Context: an optimization exercise on an open-source flow, tuned for small area, a short achievable clock period and few clock cycles. The choices shown serve that exercise and are no tape-out recipe. No driver is modelled on the clock port, so clock power and skew are understated where the tree is cut down; a real chip needs a root buffer or a tree. Power is estimated from default activity; no workload was simulated.

== the previous run ==
==> flow/design.v <==
`default_nettype none
package mpd_pkg;
  localparam int BYTE_W    = 8;
  localparam int NUM_SLOTS = 4;
  localparam int MEM_DEPTH = 64;
  localparam int HDR_LEN   = 20;
  typedef logic [BYTE_W-1:0]                byte_t;
  typedef logic [$clog2(NUM_SLOTS)-1:0]     slot_t;
  typedef logic [$clog2(MEM_DEPTH)-1:0]     addr_t;
  typedef logic [$clog2(MEM_DEPTH+1)-1:0]   len_t;
  typedef struct packed {
    logic  en;
    logic  first;
    logic  last;
    byte_t data;
  } wr_req_t;
  typedef struct packed {
    logic  en;
    slot_t slot;
    addr_t addr;
  } rd_req_t;
  typedef struct packed {
    logic  en;
    slot_t slot;
  } free_req_t;
  typedef struct packed {
    logic [47:0] dst_mac;
    logic [47:0] src_mac;
    logic [15:0] ether_type;
    logic [47:0] rest;
  } hdr_fields_t;
  typedef union packed {
    hdr_fields_t                fields;
    byte_t [0:HDR_LEN-1]        lanes;
  } hdr_u;
endpackage
`default_nettype wire
`default_nettype none
module mpd_top (
  input  wire logic           CLK,
  input  wire logic           RST_N,
  input  wire logic           rx_valid,
  input  wire mpd_pkg::byte_t rx_data,
  input  wire logic           rx_last,
  output logic                rx_ready,
  input  wire logic           fw_valid,
  input  wire logic           fw_safe,
  output logic                hdr_valid,
  output mpd_pkg::hdr_u       hdr,
  output logic                tx_valid,
  output mpd_pkg::byte_t      tx_data,
  output logic                tx_last
);
  localparam int AW    = 6;
  localparam int DEPTH = 1 << AW;
  localparam int FW    = 2;
  localparam int NFR   = 1 << FW;
  localparam int HL    = mpd_pkg::HDR_LEN;
  typedef logic [AW:0] ptr_t;
  typedef logic [FW:0] fptr_t;
  mpd_pkg::byte_t mem [DEPTH];
  logic           acc;
  logic           a_infr;      
  ptr_t           wp;          
  logic [4:0]     hcnt;
  logic [4:0]     hidx;
  assign acc  = rx_valid && rx_ready;
  assign hidx = a_infr ? hcnt : 5'd0;
  always_ff @(posedge CLK) begin
    if (acc)
      mem[wp[AW-1:0]] <= rx_data;
  end
  mpd_pkg::byte_t zd;
  assign zd = a_infr ? rx_data : '0;
  always_ff @(posedge CLK) begin
    if (acc && !a_infr)
      hdr.lanes[0] <= rx_data;
    for (int i = 1; i < HL; i++) begin
      if (acc && (!a_infr || hcnt == 5'(i)))
        hdr.lanes[i] <= zd;
    end
    if (acc)
      hcnt <= (hidx == 5'(HL)) ? hidx : hidx + 1'b1;
  end
  ptr_t  fq_end  [NFR];
  logic  fq_safe [NFR];
  fptr_t fwp;                  
  fptr_t fdp;                  
  fptr_t frp;                  
  always_ff @(posedge CLK) begin
    if (acc && rx_last)
      fq_end[fwp[FW-1:0]] <= wp + 1'b1;
    if (fw_valid)
      fq_safe[fdp[FW-1:0]] <= fw_safe;
  end
  localparam int GW = AW / 2;
  localparam int NG = 1 << GW;
  ptr_t          rp;
  ptr_t          rp1;
  ptr_t          cur_end;
  ptr_t          head_end;
  logic          busy;
  logic          at_last;      
  logic [NG-1:0] rs_lo;        
  logic [NG-1:0] rs_hi;        
  logic          dnz;          
  logic          qsafe;
  logic          can_take;
  logic          l1_head;      
  logic          eq_head;
  logic          eq_cur;
  assign rp1      = rp + 1'b1;
  assign head_end = fq_end[frp[FW-1:0]];
  assign dnz      = fdp != frp;
  assign qsafe    = fq_safe[frp[FW-1:0]];
  assign can_take = !busy || at_last;
  assign l1_head  = rp1 == head_end;
  assign eq_head  = rp + 2'd2 == head_end;
  assign eq_cur   = rp + 2'd2 == cur_end;
  function automatic logic [NG-1:0] onehot(input logic [GW-1:0] v);
    onehot = '0;
    onehot[v] = 1'b1;
  endfunction
  logic take;
  logic ts;                    
  logic drop;                  
  logic send;
  assign take      = dnz && can_take;
  assign ts        = take && qsafe;
  assign drop      = take && !qsafe;
  assign send      = busy || ts;
  mpd_pkg::byte_t grp [NG];
  mpd_pkg::byte_t rd_byte;
  always_comb begin
    rd_byte = '0;
    for (int g = 0; g < NG; g++) begin
      grp[g] = '0;
      for (int i = 0; i < NG; i++)
        grp[g] = grp[g] | (mem[g*NG+i] & {8{rs_lo[i]}});
      rd_byte = rd_byte | (grp[g] & {8{rs_hi[g]}});
    end
  end
  always_ff @(posedge CLK) begin
    tx_data <= rd_byte;
    cur_end <= ts ? head_end : cur_end;
    at_last <= ts ? eq_head : eq_cur;
  end
  ptr_t  used;
  fptr_t nfq;
  logic  full_b;               
  logic  near_b;               
  logic  full_f;
  logic  near_f;
  logic  adv;                  
  logic  a_infr_n;
  logic  room_byte;
  logic  room_frame;
  assign used       = wp - rp;
  assign nfq        = fwp - frp;
  assign full_b     = used == ptr_t'(DEPTH);
  assign near_b     = used == ptr_t'(DEPTH - 1);
  assign full_f     = nfq == fptr_t'(NFR);
  assign near_f     = nfq == fptr_t'(NFR - 1);
  assign adv        = busy || dnz;
  assign a_infr_n   = acc ? !rx_last : a_infr;
  assign room_byte  = adv || !(full_b || (near_b && acc));
  assign room_frame = take || !(full_f || (near_f && acc && rx_last));
  always_ff @(posedge CLK or negedge RST_N) begin
    if (!RST_N) begin
      rx_ready  <= 1'b0;
      a_infr    <= 1'b0;
      wp        <= '0;
      hdr_valid <= 1'b0;
      fwp       <= '0;
      fdp       <= '0;
      frp       <= '0;
      rp        <= '0;
      rs_lo     <= NG'(1);
      rs_hi     <= NG'(1);
      busy      <= 1'b0;
      tx_valid  <= 1'b0;
      tx_last   <= 1'b0;
    end else begin
      rx_ready  <= room_byte && (a_infr_n || room_frame);
      a_infr    <= a_infr_n;
      if (acc)
        wp <= wp + 1'b1;
      if (acc && rx_last)
        fwp <= fwp + 1'b1;
      hdr_valid <= acc && rx_last;
      if (fw_valid)
        fdp <= fdp + 1'b1;
      if (take)
        frp <= frp + 1'b1;
      if (drop) begin
        rp    <= head_end;
        rs_lo <= onehot(head_end[GW-1:0]);
        rs_hi <= onehot(head_end[AW-1:GW]);
      end else if (send) begin
        rp    <= rp1;
        rs_lo <= onehot(rp1[GW-1:0]);
        rs_hi <= onehot(rp1[AW-1:GW]);
      end
      busy     <= ts ? (busy || !l1_head) : (busy && !at_last);
      tx_valid <= send;
      tx_last  <= busy ? at_last : (ts && l1_head);
    end
  end
endmodule
`default_nettype wire
==> flow/config.mk <==
export PLATFORM = sky130hd
export DESIGN_NAME = mpd_top
export DESIGN_NICKNAME = mpd_top
export VERILOG_FILES = /design/flow/design.v
export SDC_FILE = /design/flow/constraint.sdc
export NUM_CORES = 4
export LEC_CHECK = 0
export CAP_MARGIN = 20
export CORE_MARGIN = 2
export CORE_UTILIZATION = 70
export CTS_BUF_LIST = sky130_fd_sc_hd__clkbuf_16
export CTS_CLUSTER_DIAMETER = 100
export CTS_CLUSTER_SIZE = 24
export PLACE_DENSITY = 0.8
export SETUP_SLACK_MARGIN = 4.6
export SLEW_MARGIN = 20
==> flow/constraint.sdc <==
create_clock -name core_clock -period 7.0 [get_ports {CLK}]
set_input_delay 1.4000 -clock core_clock [delete_from_list [all_inputs] [get_ports {CLK}]]
set_output_delay 1.4000 -clock core_clock [all_outputs]
set_load 0.01 [all_outputs]
standard.sh (not shown) runs the stock make flow with config.mk's settings and CLKGATE_MAP_FILE= SYNTH_SCRIPT=/design/flow/synth_recipe.tcl, a recipe that flattens the netlist after the stock synthesis.
==> flow/flow/run.sh <==
#!/bin/bash
# The standard layout (the standard.sh), with the clock tree built by flow/cts_hook.tcl
# instead of TritonCTS. ORFS keeps each step's log under orfs/logs; make's own output goes
# to standard.log.
set -euo pipefail
export PRE_CTS_TCL="$PWD/flow/cts_hook.tcl"
bash standard.sh > standard.log 2>&1
Other scripts of this flow, unchanged in this note and not shown: flow/flow/cts_hook.tcl, flow/flow/mytree.tcl
The previous run: PASS, flow complete, no timing, DRC or antenna violations
> inputs changed (the previous run -> the current run)
diff --git a/flow/design.v b/flow/design.v
--- a/flow/design.v
+++ b/flow/design.v
@@ -122,11 +122,13 @@
     onehot[v] = 1'b1;
   endfunction
+  logic head_safe;
   logic take;
   logic ts;                    
   logic drop;                  
   logic send;
-  assign take      = dnz && can_take;
-  assign ts        = take && qsafe;
-  assign drop      = take && !qsafe;
+  assign head_safe = dnz ? qsafe : fw_safe;
+  assign take      = (dnz || fw_valid) && can_take;
+  assign ts        = take && head_safe;
+  assign drop      = take && !head_safe;
   assign send      = busy || ts;
   mpd_pkg::byte_t grp [NG];
@@ -162,5 +164,5 @@
   assign full_f     = nfq == fptr_t'(NFR);
   assign near_f     = nfq == fptr_t'(NFR - 1);
-  assign adv        = busy || dnz;
+  assign adv        = busy || dnz || fw_valid;
   assign a_infr_n   = acc ? !rx_last : a_infr;
   assign room_byte  = adv || !(full_b || (near_b && acc));
==> comparison <==
The current run: no failed stages, no open violations at the end
Clock share of power, the current run and the previous run: higher on the current run
Going from the previous run to the current run, XOR/XNOR share of the synthesized area saw an increase, cell area saw an increase, sum of internal, switching and leakage power saw a decrease, global routing met1 resource utilization saw a decrease, data arrival at the endpoint of the critical path saw an increase.
No functional check of the RTL was part of any run of this note. No run of this note takes its clock network from TritonCTS; it comes from the design's own scripts or RTL.


mpd_top, a different RTL version from the one above (not shown whole).
Size in the first run: roughly 1,700 cells after synthesis, ~770 flip-flops, roughly 190 I/O pins.
==> module mpd_top, before the edit <==
module mpd_top (
  input  wire logic           CLK,
  input  wire logic           RST_N,
  input  wire logic           rx_valid,
  input  wire mpd_pkg::byte_t rx_data,
  input  wire logic           rx_last,
  output logic                rx_ready,
  input  wire logic           fw_valid,
  input  wire logic           fw_safe,
  output logic                hdr_valid,
  output mpd_pkg::hdr_u       hdr,
  output logic                tx_valid,
  output mpd_pkg::byte_t      tx_data,
  output logic                tx_last
);
  localparam int AW    = 6;
  localparam int DEPTH = 1 << AW;
  localparam int FW    = 2;
  localparam int NFR   = 1 << FW;
  localparam int HL    = mpd_pkg::HDR_LEN;
  typedef logic [AW:0] ptr_t;
  typedef logic [FW:0] fptr_t;
  mpd_pkg::byte_t mem [DEPTH];
  logic           acc;
  logic           a_infr;      
  ptr_t           wp;          
  logic [4:0]     hcnt;
  logic [4:0]     hidx;
  assign acc  = rx_valid && rx_ready;
  assign hidx = a_infr ? hcnt : 5'd0;
  logic wen;
  always_ff @(posedge CLK) begin
    if (wen)
      mem[wp[AW-1:0]] <= rx_data;
  end
  mpd_pkg::byte_t zd;
  assign zd = a_infr ? rx_data : '0;
  always_ff @(posedge CLK) begin
    if (!a_infr)
      hdr.lanes[0] <= rx_data;
    for (int i = 1; i < HL; i++) begin
      if (!a_infr || hcnt == 5'(i))
        hdr.lanes[i] <= zd;
    end
    if (acc)
      hcnt <= (hidx == 5'(HL)) ? hidx : hidx + 1'b1;
  end
  ptr_t  fq_end  [NFR];
  logic  fq_safe [NFR];
  fptr_t fwp;                  
  fptr_t fdp;                  
  fptr_t frp;                  
  always_ff @(posedge CLK) begin
    if (acc && rx_last)
      fq_end[fwp[FW-1:0]] <= wp + 1'b1;
    if (fw_valid)
      fq_safe[fdp[FW-1:0]] <= fw_safe;
  end
  ptr_t  rp;
  ptr_t  rp_n;
  ptr_t  cur_end;
  ptr_t  end_n;
  ptr_t  head_end;
  logic  head_safe;
  logic  head_rdy;
  logic  h_dec;                
  logic  h_safe;               
  fptr_t ndec;                 
  fptr_t frp1;
  assign ndec = fdp - frp;
  assign frp1 = frp + 1'b1;
  logic  busy;
  logic  at_last;              
  logic  take;
  logic  start;
  logic  send;
  logic  drop;
  logic  last_byte;
  always_ff @(posedge CLK) begin
    if (take)
      h_safe <= (ndec > fptr_t'(1)) ? fq_safe[frp1[FW-1:0]] : fw_safe;
    else
      h_safe <= (ndec != '0) ? fq_safe[frp[FW-1:0]] : fw_safe;
  end
  assign head_end  = fq_end[frp[FW-1:0]];
  assign head_safe = h_safe;
  assign head_rdy  = h_dec;
  assign take      = head_rdy && (!busy || at_last);
  assign start     = take && head_safe && !busy;
  assign send      = busy || start;
  assign drop      = take && !head_safe;
  assign last_byte = busy ? at_last : rp + 1'b1 == head_end;
  assign rp_n      = drop ? head_end : send ? rp + 1'b1 : rp;
  assign end_n     = (take && head_safe) ? head_end : cur_end;
  localparam int GW = AW / 2;
  localparam int NG = 1 << GW;
  logic [NG-1:0]  rs_lo;       
  logic [NG-1:0]  rs_hi;       
  mpd_pkg::byte_t grp [NG];
  mpd_pkg::byte_t rd_byte;
  always_comb begin
    rd_byte = '0;
    for (int g = 0; g < NG; g++) begin
      grp[g] = '0;
      for (int i = 0; i < NG; i++)
        grp[g] = grp[g] | (mem[g*NG+i] & {8{rs_lo[i]}});
      rd_byte = rd_byte | (grp[g] & {8{rs_hi[g]}});
    end
  end
  always_ff @(posedge CLK or negedge RST_N) begin
    if (!RST_N) begin
      rs_lo <= NG'(1);
      rs_hi <= NG'(1);
    end else begin
      for (int i = 0; i < NG; i++) begin
        rs_lo[i] <= rp_n[GW-1:0] == GW'(i);
        rs_hi[i] <= rp_n[AW-1:GW] == GW'(i);
      end
    end
  end
  always_ff @(posedge CLK) begin
    tx_data <= rd_byte;
    cur_end <= end_n;
    at_last <= rp + 2'd2 == end_n;
  end
  ptr_t  used;
  fptr_t nfq;
  logic  a_infr_n;
  logic  room_byte;
  logic  room_frame;
  logic  h_dec_n;
  logic  busy_n;
  assign h_dec_n = fw_valid || ndec > fptr_t'(1) || (ndec == fptr_t'(1) && !take);
  assign busy_n  = (take && head_safe) ? !(start && last_byte) : (busy && !at_last);
  assign used       = wp - rp;
  assign nfq        = fwp - frp;
  assign a_infr_n   = acc ? !rx_last : a_infr;
  assign room_byte  = busy_n || h_dec_n ||
                      ((send || drop) ? !(used == ptr_t'(DEPTH) && acc)
                                      : !(used == ptr_t'(DEPTH) || (used == ptr_t'(DEPTH - 1) && acc)));
  assign room_frame = take || !(nfq == fptr_t'(NFR) || (nfq == fptr_t'(NFR - 1) && acc && rx_last));
  always_ff @(posedge CLK or negedge RST_N) begin
    if (!RST_N) begin
      rx_ready  <= 1'b0;
      wen       <= 1'b0;
      a_infr    <= 1'b0;
      wp        <= '0;
      hdr_valid <= 1'b0;
      fwp       <= '0;
      fdp       <= '0;
      frp       <= '0;
      h_dec     <= 1'b0;
      rp        <= '0;
      busy      <= 1'b0;
      tx_valid  <= 1'b0;
      tx_last   <= 1'b0;
    end else begin
      rx_ready  <= room_byte && (a_infr_n || room_frame);
      wen       <= room_byte;
      a_infr    <= a_infr_n;
      if (acc)
        wp <= wp + 1'b1;
      if (acc && rx_last)
        fwp <= fwp + 1'b1;
      hdr_valid <= acc && rx_last;
      if (fw_valid)
        fdp <= fdp + 1'b1;
      if (take)
        frp <= frp + 1'b1;
      h_dec <= h_dec_n;
      rp <= rp_n;
      busy <= busy_n;
      tx_valid <= send;
      tx_last  <= send && last_byte;
    end
  end
endmodule
==> flow/config.mk <==
export PLATFORM = sky130hd
export DESIGN_NAME = mpd_top
export DESIGN_NICKNAME = mpd_top
export VERILOG_FILES = /design/flow/design.v
export SDC_FILE = /design/flow/constraint.sdc
export NUM_CORES = 4
export LEC_CHECK = 0
export CAP_MARGIN = 20
export CORE_MARGIN = 2
export CORE_UTILIZATION = 70
export CTS_BUF_LIST = sky130_fd_sc_hd__clkbuf_16
export CTS_CLUSTER_DIAMETER = 100
export CTS_CLUSTER_SIZE = 24
export PLACE_DENSITY = 0.8
export SETUP_SLACK_MARGIN = 4.6
export SLEW_MARGIN = 20
==> flow/constraint.sdc <==
create_clock -name core_clock -period 7.0 [get_ports {CLK}]
set_input_delay 1.4000 -clock core_clock [delete_from_list [all_inputs] [get_ports {CLK}]]
set_output_delay 1.4000 -clock core_clock [all_outputs]
set_load 0.01 [all_outputs]
Scripts as last shown in full above: flow/flow/run.sh
Other scripts of this flow, unchanged in this note and not shown: flow/flow/cts_hook.tcl, flow/flow/mytree.tcl
Edit:
--- a/flow/design.v
+++ b/flow/design.v
@@ -63,24 +63,23 @@
   logic           a_infr;      
   ptr_t           wp;          
   logic [4:0]     hcnt;
   logic [4:0]     hidx;
   assign acc  = rx_valid && rx_ready;
   assign hidx = a_infr ? hcnt : 5'd0;
-  logic wen;
-  always_ff @(posedge CLK) begin
-    if (wen)
+  always_ff @(posedge CLK) begin
+    if (rx_ready)
       mem[wp[AW-1:0]] <= rx_data;
   end
   mpd_pkg::byte_t zd;
   assign zd = a_infr ? rx_data : '0;
   always_ff @(posedge CLK) begin
-    if (!a_infr)
+    if (rx_ready && !a_infr)
       hdr.lanes[0] <= rx_data;
     for (int i = 1; i < HL; i++) begin
-      if (!a_infr || hcnt == 5'(i))
+      if (rx_ready && (!a_infr || hcnt == 5'(i)))
         hdr.lanes[i] <= zd;
     end
     if (acc)
       hcnt <= (hidx == 5'(HL)) ? hidx : hidx + 1'b1;
   end
   ptr_t  fq_end  [NFR];
@@ -177,13 +176,12 @@
                       ((send || drop) ? !(used == ptr_t'(DEPTH) && acc)
                                       : !(used == ptr_t'(DEPTH) || (used == ptr_t'(DEPTH - 1) && acc)));
   assign room_frame = take || !(nfq == fptr_t'(NFR) || (nfq == fptr_t'(NFR - 1) && acc && rx_last));
   always_ff @(posedge CLK or negedge RST_N) begin
     if (!RST_N) begin
       rx_ready  <= 1'b0;
-      wen       <= 1'b0;
       a_infr    <= 1'b0;
       wp        <= '0;
       hdr_valid <= 1'b0;
       fwp       <= '0;
       fdp       <= '0;
       frp       <= '0;
@@ -191,13 +189,12 @@
       rp        <= '0;
       busy      <= 1'b0;
       tx_valid  <= 1'b0;
       tx_last   <= 1'b0;
     end else begin
       rx_ready  <= room_byte && (a_infr_n || room_frame);
-      wen       <= room_byte;
       a_infr    <= a_infr_n;
       if (acc)
         wp <= wp + 1'b1;
       if (acc && rx_last)
         fwp <= fwp + 1'b1;
       hdr_valid <= acc && rx_last;
The new run finished clean.
Via count fell by 0.91%.
Sequential cell count fell by 1.
Final area stays flat.
Power rose by 7.9%.
Utilization rose by 0.89 points.
Setup slack stays flat.
Hold slack improves by 0.0031 ns.
Sequential power rose by 4.4%.
Clock power stays flat.
No functional check of the RTL was part of any run of this note. No run of this note takes its clock network from TritonCTS; it comes from the design's own scripts or RTL.

-- port drivers added, routing unchanged --
In the flow no input, the clock included, has a driving cell. The finished layouts below were timed again as built, in two steps.
Step 1 (the two cells are an assumption about what drives the block):
set clk [get_ports {CLK}]
set_driving_cell -lib_cell sky130_fd_sc_hd__clkbuf_16 $clk
set_driving_cell -lib_cell sky130_fd_sc_hd__buf_2 [delete_from_list [all_inputs] $clk]
Step 2 adds t to the input delays and takes it off the output delays; t is the mean of the earliest and latest rising clock arrival at the registers after step 1. Input paths then give back, and output paths get back, about the clock's delay inside the block.
Slacks: ideal ports / drivers / drivers and shift; pairs: ideal ports / drivers.
run | t (ns) | slack for setup (ns) | worst slew at a driven data input, ns | cell pins on the clock port's net
the previous run | 0.503 | 4.464 / 4.464 / 4.038 | 0.06 | 4
the current run | 0.506 | 4.340 / 4.389 / 3.909 | 0.08 | 4
the first run of note 2 | 0.496 | 4.415 / 4.415 / 4.176 | 0.05 | 4
the second run of note 2 | 0.495 | 4.413 / 4.382 / 4.258 | 0.03 | 4
After both steps every run listed still meets setup and hold. For the current run, which loses most, drivers alone change the setup slack by +0.049 ns; drivers and shift together by -0.431 ns.
